This design comes from an exercise in tuning for small area, a short achievable clock period and few clock cycles on the open sky130 flow, not from production work.
No activity file was given, so power comes from the tool's default toggle rates.

==> run a: inputs <==
// scancode_line_editor_core
module scancode_line_editor_core #(
  parameter int TERMINALS  = 3,
  parameter int LINE_BYTES = 128
) (
  input  logic        clk,
  input  logic        rst,
  input  logic        s_tvalid,
  output logic        s_tready,
  input  logic [23:0] s_tdata,    
  input  logic        s_tuser,    
  output logic        m_tvalid,
  input  logic        m_tready,
  output logic [23:0] m_tdata,    
  output logic [2:0]  m_tuser,    
  input  logic        psel,
  input  logic        penable,
  input  logic        pwrite,
  input  logic [2:0]  paddr,
  input  logic [31:0] pwdata,
  output logic [31:0] prdata,
  output logic        pready
);
clock: 12.0 ns
lec_check: 0
cap_margin: 20
core_margin: 2
core_utilization: 40
slew_margin: 20
run.sh (not shown) runs the stock make flow with config.mk's settings and CLKGATE_MAP_FILE= SYNTH_SCRIPT=/design/flow/synth_recipe.tcl, a recipe that flattens the netlist after the stock synthesis.
==> run b (differences from run a) <==
==> flow/design.v (replaced) <==
`timescale 1ns / 1ps
package sle_pkg;
  localparam logic [2:0] ACT_NONE   = 3'd0;
  localparam logic [2:0] ACT_ADD    = 3'd1;
  localparam logic [2:0] ACT_BKSP   = 3'd2;
  localparam logic [2:0] ACT_ENTER  = 3'd3;
  localparam logic [2:0] ACT_CLEAR  = 3'd4;
  localparam logic [2:0] ACT_SWITCH = 3'd5;
  localparam logic [2:0] ACT_READ   = 3'd6;
  localparam logic [6:0] CH_NEWLINE = 7'h0A;
  localparam int RES_W = 24;
endpackage
`timescale 1ns / 1ps
module sle_hold (
  input  logic       we,
  input  logic       wen,
  input  logic [6:0] wd,
  input  logic [6:0] q,
  output logic [6:0] d
);
  assign d = ({7{we}} & wd) | ({7{wen}} & q);
endmodule
module sle_ao3 (
  input  logic [2:0] s,
  input  logic [6:0] d0,
  input  logic [6:0] d1,
  input  logic [6:0] d2,
  output logic [6:0] y_n
);
  assign y_n = ~(({7{s[0]}} & d0) | ({7{s[1]}} & d1) | ({7{s[2]}} & d2));
endmodule
`timescale 1ns / 1ps
`timescale 1ns / 1ps
import sle_pkg::*;
module scancode_line_editor_core #(
  parameter int TERMINALS  = 3,
  parameter int LINE_BYTES = 128
) (
  input  logic        clk,
  input  logic        rst,
  input  logic        s_tvalid,
  output logic        s_tready,
  input  logic [23:0] s_tdata,    
  input  logic        s_tuser,    
  output logic        m_tvalid,
  input  logic        m_tready,
  output logic [23:0] m_tdata,    
  output logic [2:0]  m_tuser,    
  input  logic        psel,
  input  logic        penable,
  input  logic        pwrite,
  input  logic [2:0]  paddr,
  input  logic [31:0] pwdata,
  output logic [31:0] prdata,
  output logic        pready
);
  function automatic [7:0] scan_key;
    input logic [7:0] code;
    input logic       shift;
    input logic       caps;
    logic [7:0] lo;
    logic [7:0] hi;
    logic       letter;
    logic       sel;
    begin
      {lo, hi, letter} = {8'h00, 8'h00, 1'b0};
      case (code)
        8'h02: {lo, hi, letter} = {"1", "!", 1'b0};
        8'h03: {lo, hi, letter} = {"2", "@", 1'b0};
        8'h04: {lo, hi, letter} = {"3", "#", 1'b0};
        8'h05: {lo, hi, letter} = {"4", "$", 1'b0};
        8'h06: {lo, hi, letter} = {"5", "%", 1'b0};
        8'h07: {lo, hi, letter} = {"6", "^", 1'b0};
        8'h08: {lo, hi, letter} = {"7", "&", 1'b0};
        8'h09: {lo, hi, letter} = {"8", "*", 1'b0};
        8'h0A: {lo, hi, letter} = {"9", "(", 1'b0};
        8'h0B: {lo, hi, letter} = {"0", ")", 1'b0};
        8'h0C: {lo, hi, letter} = {"-", "_", 1'b0};
        8'h0D: {lo, hi, letter} = {"=", "+", 1'b0};
        8'h0F: {lo, hi, letter} = {8'h09, 8'h09, 1'b0};
        8'h10: {lo, hi, letter} = {"q", "Q", 1'b1};
        8'h11: {lo, hi, letter} = {"w", "W", 1'b1};
        8'h12: {lo, hi, letter} = {"e", "E", 1'b1};
        8'h13: {lo, hi, letter} = {"r", "R", 1'b1};
        8'h14: {lo, hi, letter} = {"t", "T", 1'b1};
        8'h15: {lo, hi, letter} = {"y", "Y", 1'b1};
        8'h16: {lo, hi, letter} = {"u", "U", 1'b1};
        8'h17: {lo, hi, letter} = {"i", "I", 1'b1};
        8'h18: {lo, hi, letter} = {"o", "O", 1'b1};
        8'h19: {lo, hi, letter} = {"p", "P", 1'b1};
        8'h1A: {lo, hi, letter} = {"[", "{", 1'b0};
        8'h1B: {lo, hi, letter} = {"]", "}", 1'b0};
        8'h1E: {lo, hi, letter} = {"a", "A", 1'b1};
        8'h1F: {lo, hi, letter} = {"s", "S", 1'b1};
        8'h20: {lo, hi, letter} = {"d", "D", 1'b1};
        8'h21: {lo, hi, letter} = {"f", "F", 1'b1};
        8'h22: {lo, hi, letter} = {"g", "G", 1'b1};
        8'h23: {lo, hi, letter} = {"h", "H", 1'b1};
        8'h24: {lo, hi, letter} = {"j", "J", 1'b1};
        8'h25: {lo, hi, letter} = {"k", "K", 1'b1};
        8'h26: {lo, hi, letter} = {"l", "L", 1'b1};
        8'h27: {lo, hi, letter} = {";", ":", 1'b0};
        8'h28: {lo, hi, letter} = {8'h27, 8'h22, 1'b0};
        8'h29: {lo, hi, letter} = {8'h60, "~", 1'b0};
        8'h2B: {lo, hi, letter} = {8'h5C, "|", 1'b0};
        8'h2C: {lo, hi, letter} = {"z", "Z", 1'b1};
        8'h2D: {lo, hi, letter} = {"x", "X", 1'b1};
        8'h2E: {lo, hi, letter} = {"c", "C", 1'b1};
        8'h2F: {lo, hi, letter} = {"v", "V", 1'b1};
        8'h30: {lo, hi, letter} = {"b", "B", 1'b1};
        8'h31: {lo, hi, letter} = {"n", "N", 1'b1};
        8'h32: {lo, hi, letter} = {"m", "M", 1'b1};
        8'h33: {lo, hi, letter} = {",", "<", 1'b0};
        8'h34: {lo, hi, letter} = {".", ">", 1'b0};
        8'h35: {lo, hi, letter} = {"/", "?", 1'b0};
        8'h39: {lo, hi, letter} = {" ", " ", 1'b0};
        default: {lo, hi, letter} = {8'h00, 8'h00, 1'b0};
      endcase
      sel = letter ? (shift ^ caps) : shift;
      scan_key = sel ? hi : lo;
    end
  endfunction
  logic input_enable, ie_next, prd_q;
  logic acc, take;
  assign pready  = 1'b1;
  assign ie_next = (psel && penable && pwrite && (paddr[2] == 1'b0)) ? pwdata[0] : input_enable;
  always_ff @(posedge clk) begin
    if (rst) begin
      input_enable <= 1'b0;
      prd_q        <= 1'b0;
    end else begin
      input_enable <= ie_next;
      prd_q        <= ie_next && (paddr[2] == 1'b0);
    end
  end
  assign prdata = {31'b0, prd_q};
  logic       s_rdy_q;
  logic [1:0] outstanding;
  assign s_tready = s_rdy_q;
  assign acc      = s_tvalid && s_rdy_q;
  assign take     = m_tvalid && m_tready;
  logic       v1, rd1, ie1;
  logic [7:0] code1;
  logic [1:0] rt1;
  logic [6:0] ri1;
  logic       f_sh_set, f_sh_clr, f_alt_set, f_alt_clr, f_ctl_set, f_ctl_clr, f_caps;
  logic       f_l, f_fn, f_bksp, f_enter, f_key;
  logic [7:0] c;
  assign c = s_tdata[7:0];
  always_ff @(posedge clk) begin
    if (rst) begin
      v1          <= 1'b0;
      outstanding <= 2'd0;
      s_rdy_q     <= 1'b1;
    end else begin
      v1          <= acc;
      outstanding <= outstanding + 2'(acc) - 2'(take);
      s_rdy_q     <= (outstanding + 2'(acc) - 2'(take)) != 2'd3;
    end
  end
  always_ff @(posedge clk) begin
    rd1       <= s_tuser;
    ie1       <= input_enable;
    code1     <= c;
    rt1       <= s_tdata[9:8];
    ri1       <= s_tdata[16:10];
    f_sh_set  <= (c == 8'h2A) || (c == 8'h36);
    f_sh_clr  <= (c == 8'hAA) || (c == 8'hB6);
    f_alt_set <= (c == 8'h38);
    f_alt_clr <= (c == 8'hB8);
    f_ctl_set <= (c == 8'h1D);
    f_ctl_clr <= (c == 8'h9D);
    f_caps    <= (c == 8'h3A);
    f_l       <= (c == 8'h26);
    f_fn      <= (c == 8'hBB) || (c == 8'hBC) || (c == 8'hBD);
    f_bksp    <= (c == 8'h0E);
    f_enter   <= (c == 8'h1C);
    f_key     <= ((c >= 8'h02) && (c <= 8'h0D)) || ((c >= 8'h0F) && (c <= 8'h1B)) ||
                 ((c >= 8'h1E) && (c <= 8'h29)) || ((c >= 8'h2B) && (c <= 8'h35)) ||
                 (c == 8'h39);
  end
  logic       shift_held, caps_lock, ctrl_held, alt_held;
  logic [1:0] active_terminal;
  logic [6:0] edit_count [3];
  logic [7:0] line_length [3];
  logic       scan;
  logic       shift_next, caps_next, ctrl_next, alt_next;
  logic       do_clear, do_switch, do_bksp, do_add, do_enter;
  logic [1:0] sw_idx, term_next;
  logic [6:0] pos, pos_dec, pos_sw;
  logic [7:0] pos_inc;
  logic [6:0] key;
  logic [7:0] key8;
  logic [7:0] ll_rd;
  logic       hit;
  logic [2:0] action;
  logic [7:0] line_count;
  logic [6:0] char_code, mem_byte;
  logic [3:0] mods;
  logic [RES_W-1:0] res;
  logic       w_we;
  logic [1:0] w_t;
  logic [6:0] w_i, w_d;
  always_comb begin
    scan       = v1 && !rd1;
    shift_next = f_sh_set  || (shift_held && !f_sh_clr);
    alt_next   = f_alt_set || (alt_held && !f_alt_clr);
    ctrl_next  = f_ctl_set || (ctrl_held && !f_ctl_clr);
    caps_next  = caps_lock ^ f_caps;
    do_clear   = f_l && ctrl_held;
    do_switch  = f_fn && alt_held;
    sw_idx     = code1[1:0] - 2'd3;
    term_next  = do_switch ? sw_idx : active_terminal;
    pos        = active_terminal[1] ? edit_count[2] : (active_terminal[0] ? edit_count[1] : edit_count[0]);
    pos_sw     = sw_idx[1] ? edit_count[2] : (sw_idx[0] ? edit_count[1] : edit_count[0]);
    pos_dec    = pos - 7'd1;
    pos_inc    = {1'b0, pos} + 8'd1;
    key8       = scan_key(code1, shift_held, caps_lock);
    key        = key8[6:0];
    do_bksp    = f_bksp && ie1 && (pos != 7'd0);
    do_add     = f_key && ie1 && !do_clear && (pos != 7'd127);
    do_enter   = f_enter && ie1;
    ll_rd = rt1[1] ? (rt1[0] ? 8'd0 : line_length[2]) : (rt1[0] ? line_length[1] : line_length[0]);
    hit   = ({1'b0, ri1} < ll_rd);
    if (rd1) begin
      mods       = {alt_held, ctrl_held, caps_lock, shift_held};
      action     = ACT_READ;
      line_count = ll_rd;
      char_code  = hit ? mem_byte : 7'h00;
    end else begin
      mods       = {alt_next, ctrl_next, caps_next, shift_next};
      action     = ACT_NONE;
      line_count = {1'b0, pos};
      char_code  = 7'h00;
      if (do_clear) begin
        action     = ACT_CLEAR;
        line_count = 8'd0;
      end else if (do_switch) begin
        action     = ACT_SWITCH;
        line_count = {1'b0, pos_sw};
      end else if (do_bksp) begin
        action     = ACT_BKSP;
        line_count = {1'b0, pos_dec};
      end else if (do_add) begin
        action     = ACT_ADD;
        line_count = pos_inc;
        char_code  = key;
      end else if (do_enter) begin
        action     = ACT_ENTER;
        line_count = pos_inc;
        char_code  = CH_NEWLINE;
      end
    end
    res = {action, mods, line_count, (rd1 ? rt1 : term_next), char_code};
  end
  always_ff @(posedge clk) begin
    if (rst) begin
      shift_held      <= 1'b0;
      caps_lock       <= 1'b0;
      ctrl_held       <= 1'b0;
      alt_held        <= 1'b0;
      active_terminal <= 2'd0;
      for (int i = 0; i < 3; i++) begin
        edit_count[i]  <= 7'd0;
        line_length[i] <= 8'd0;
      end
    end else if (scan) begin
      shift_held      <= shift_next;
      caps_lock       <= caps_next;
      ctrl_held       <= ctrl_next;
      alt_held        <= alt_next;
      active_terminal <= term_next;
      if (do_clear) begin
        edit_count[active_terminal]  <= 7'd0;
        line_length[active_terminal] <= 8'd0;
      end else if (do_bksp) begin
        edit_count[active_terminal] <= pos_dec;
      end else if (do_add) begin
        edit_count[active_terminal] <= pos_inc[6:0];
      end else if (do_enter) begin
        edit_count[active_terminal]  <= 7'd0;
        line_length[active_terminal] <= pos_inc;
      end
    end
  end
  always_ff @(posedge clk) begin
    if (rst) begin
      w_we <= 1'b0;
    end else begin
      w_we <= scan && (do_bksp || do_add || do_enter);
    end
  end
  always_ff @(posedge clk) begin
    w_t <= active_terminal;
    w_i <= do_bksp ? pos_dec : pos;
    w_d <= do_add ? key : (do_enter ? CH_NEWLINE : 7'h00);
  end
  logic [2:0]  wt_hit, rt_hit;
  logic [7:0]  wi_h, ri_h;
  logic [15:0] wi_l, ri_l;
  logic [126:0][6:0] y_n;
  logic [6:0]  ram_rdata;
  always_comb begin
    wt_hit = 3'b000;
    rt_hit = 3'b000;
    wi_h   = 8'h00;
    ri_h   = 8'h00;
    wi_l   = 16'h0000;
    ri_l   = 16'h0000;
    if (w_t != 2'd3) wt_hit[w_t] = w_we;
    if (rt1 != 2'd3) rt_hit[rt1] = 1'b1;
    wi_h[w_i[6:4]] = 1'b1;
    ri_h[ri1[6:4]] = 1'b1;
    wi_l[w_i[3:0]] = 1'b1;
    ri_l[ri1[3:0]] = 1'b1;
  end
  for (genvar i = 0; i < 127; i++) begin : g_byte
    logic [6:0] b0, b1, b2, n0, n1, n2;
    logic [2:0] ws, rs;
    assign ws = wt_hit & {3{wi_h[i / 16] && wi_l[i % 16]}};
    assign rs = rt_hit & {3{ri_h[i / 16] && ri_l[i % 16]}};
    sle_hold u_h0 (.we(ws[0]), .wen(!ws[0]), .wd(w_d), .q(b0), .d(n0));
    sle_hold u_h1 (.we(ws[1]), .wen(!ws[1]), .wd(w_d), .q(b1), .d(n1));
    sle_hold u_h2 (.we(ws[2]), .wen(!ws[2]), .wd(w_d), .q(b2), .d(n2));
    always_ff @(posedge clk) begin
      b0 <= n0;
      b1 <= n1;
      b2 <= n2;
    end
    sle_ao3 u_rd (.s(rs), .d0(b0), .d1(b1), .d2(b2), .y_n(y_n[i]));
  end
  always_comb begin
    ram_rdata = 7'h00;
    for (int i = 0; i < 127; i++) begin
      ram_rdata = ram_rdata | ~y_n[i];
    end
    if (ri1 == 7'd127) ram_rdata = 7'h0A;
  end
  assign mem_byte = (w_we && (w_t == rt1) && (w_i == ri1)) ? w_d : ram_rdata;
  logic [2:0]       qv, sv;
  logic [RES_W-1:0] q0, q1, q2, s0, s1, s2;
  logic             push;
  assign push = v1;
  always_comb begin
    if (take) begin
      sv = {1'b0, qv[2:1]};
      s0 = q1;
      s1 = q2;
      s2 = q2;
    end else begin
      sv = qv;
      s0 = q0;
      s1 = q1;
      s2 = q2;
    end
  end
  always_ff @(posedge clk) begin
    if (rst) begin
      qv <= 3'b000;
    end else begin
      qv <= push ? {sv[1:0], 1'b1} : sv;
    end
  end
  always_ff @(posedge clk) begin
    q0 <= (push && !sv[0]) ? res : s0;
    q1 <= (push && sv[0] && !sv[1]) ? res : s1;
    q2 <= (push && sv[1]) ? res : s2;
  end
  assign m_tvalid = qv[0];
  assign m_tuser  = q0[23:21];
  assign m_tdata  = {2'b00, q0[20:17], q0[16:9], q0[8:7], 1'b0, q0[6:0]};
endmodule
==> flow/flow/run.sh (new file) <==
#!/bin/bash
set -euo pipefail
bash standard.sh SETUP_SLACK_MARGIN=8.5 finish > make_finish.log 2>&1
==> flow/standard.sh (new file) <==
#!/bin/bash
# synth_recipe.tcl (not shown) runs the flow's synth.tcl, then flattens the netlist and writes it again
# the make line also repeats each setting of config.mk as NAME=value (left out here)
make -C /OpenROAD-flow-scripts/flow DESIGN_CONFIG=/design/flow/config.mk WORK_HOME=/design/flow/orfs CLKGATE_MAP_FILE= SYNTH_SCRIPT=/design/flow/synth_recipe.tcl "${@:-finish}"
Settings changed: SETUP_SLACK_MARGIN set to 5, SYNTH_HIERARCHICAL set to 1, TNS_END_PERCENT set to 100.
removed: flow/run.sh
==> results.txt <==
- Between run a and run b, the lower synthesized cell count is in run a (gap about 26%, measured against run b).
- Between run a and run b, the lower setup slack is in run a (gap 1.5 ns).
- Against run a, the clock power of run b is larger by 5.0%.
- In run a the die area is higher than in run b, by 12%.
- In run b the register-to-register slack is better than in run a, by 1.5 ns.
- Clock skew: run a is higher than run b (0.034 ns).
- Of run a and run b, run a has the higher area after synthesis (gap about 12%, measured against run b).
- Of run b and run a, run a has the higher final area (gap about 5.4%, measured against run a).
- In run a the sequential power is higher than in run b, by about 10%.
- Against run b, the clock-buffer cell count of run a is lower by 78.
- Power: run b is lower than run a (6.4%).
- Run a completed without violations. Run b ran to the end with no violations.
No run of this note included a check of the RTL's function; only the layout flow was run.

-- re-timing with driven ports --
Ports are ideal in the flow. The routed layouts listed here were re-timed in OpenROAD.
Step 1: set_driving_cell puts a clkbuf_16 on clk and a buf_2 on each other input, an assumption about the parent block.
Step 2 times the ports against the registers' clock, not the clock port: input delays grow and output delays shrink by t, the midpoint of the rising clock arrivals with the driver on.
a / b / c = ideal / step 1 / step 2; a / b = the first two.
run | t (ns) | slack for setup (ns) | hold slack, ns
run a | 0.963 | 5.748 / 5.748 / 5.748 | 0.356 / 0.356 / 0.356
run b | 1.022 | 7.242 / 7.242 / 7.242 | 0.356 / 0.356 / 0.356
After both steps setup and hold are still met in every run listed.
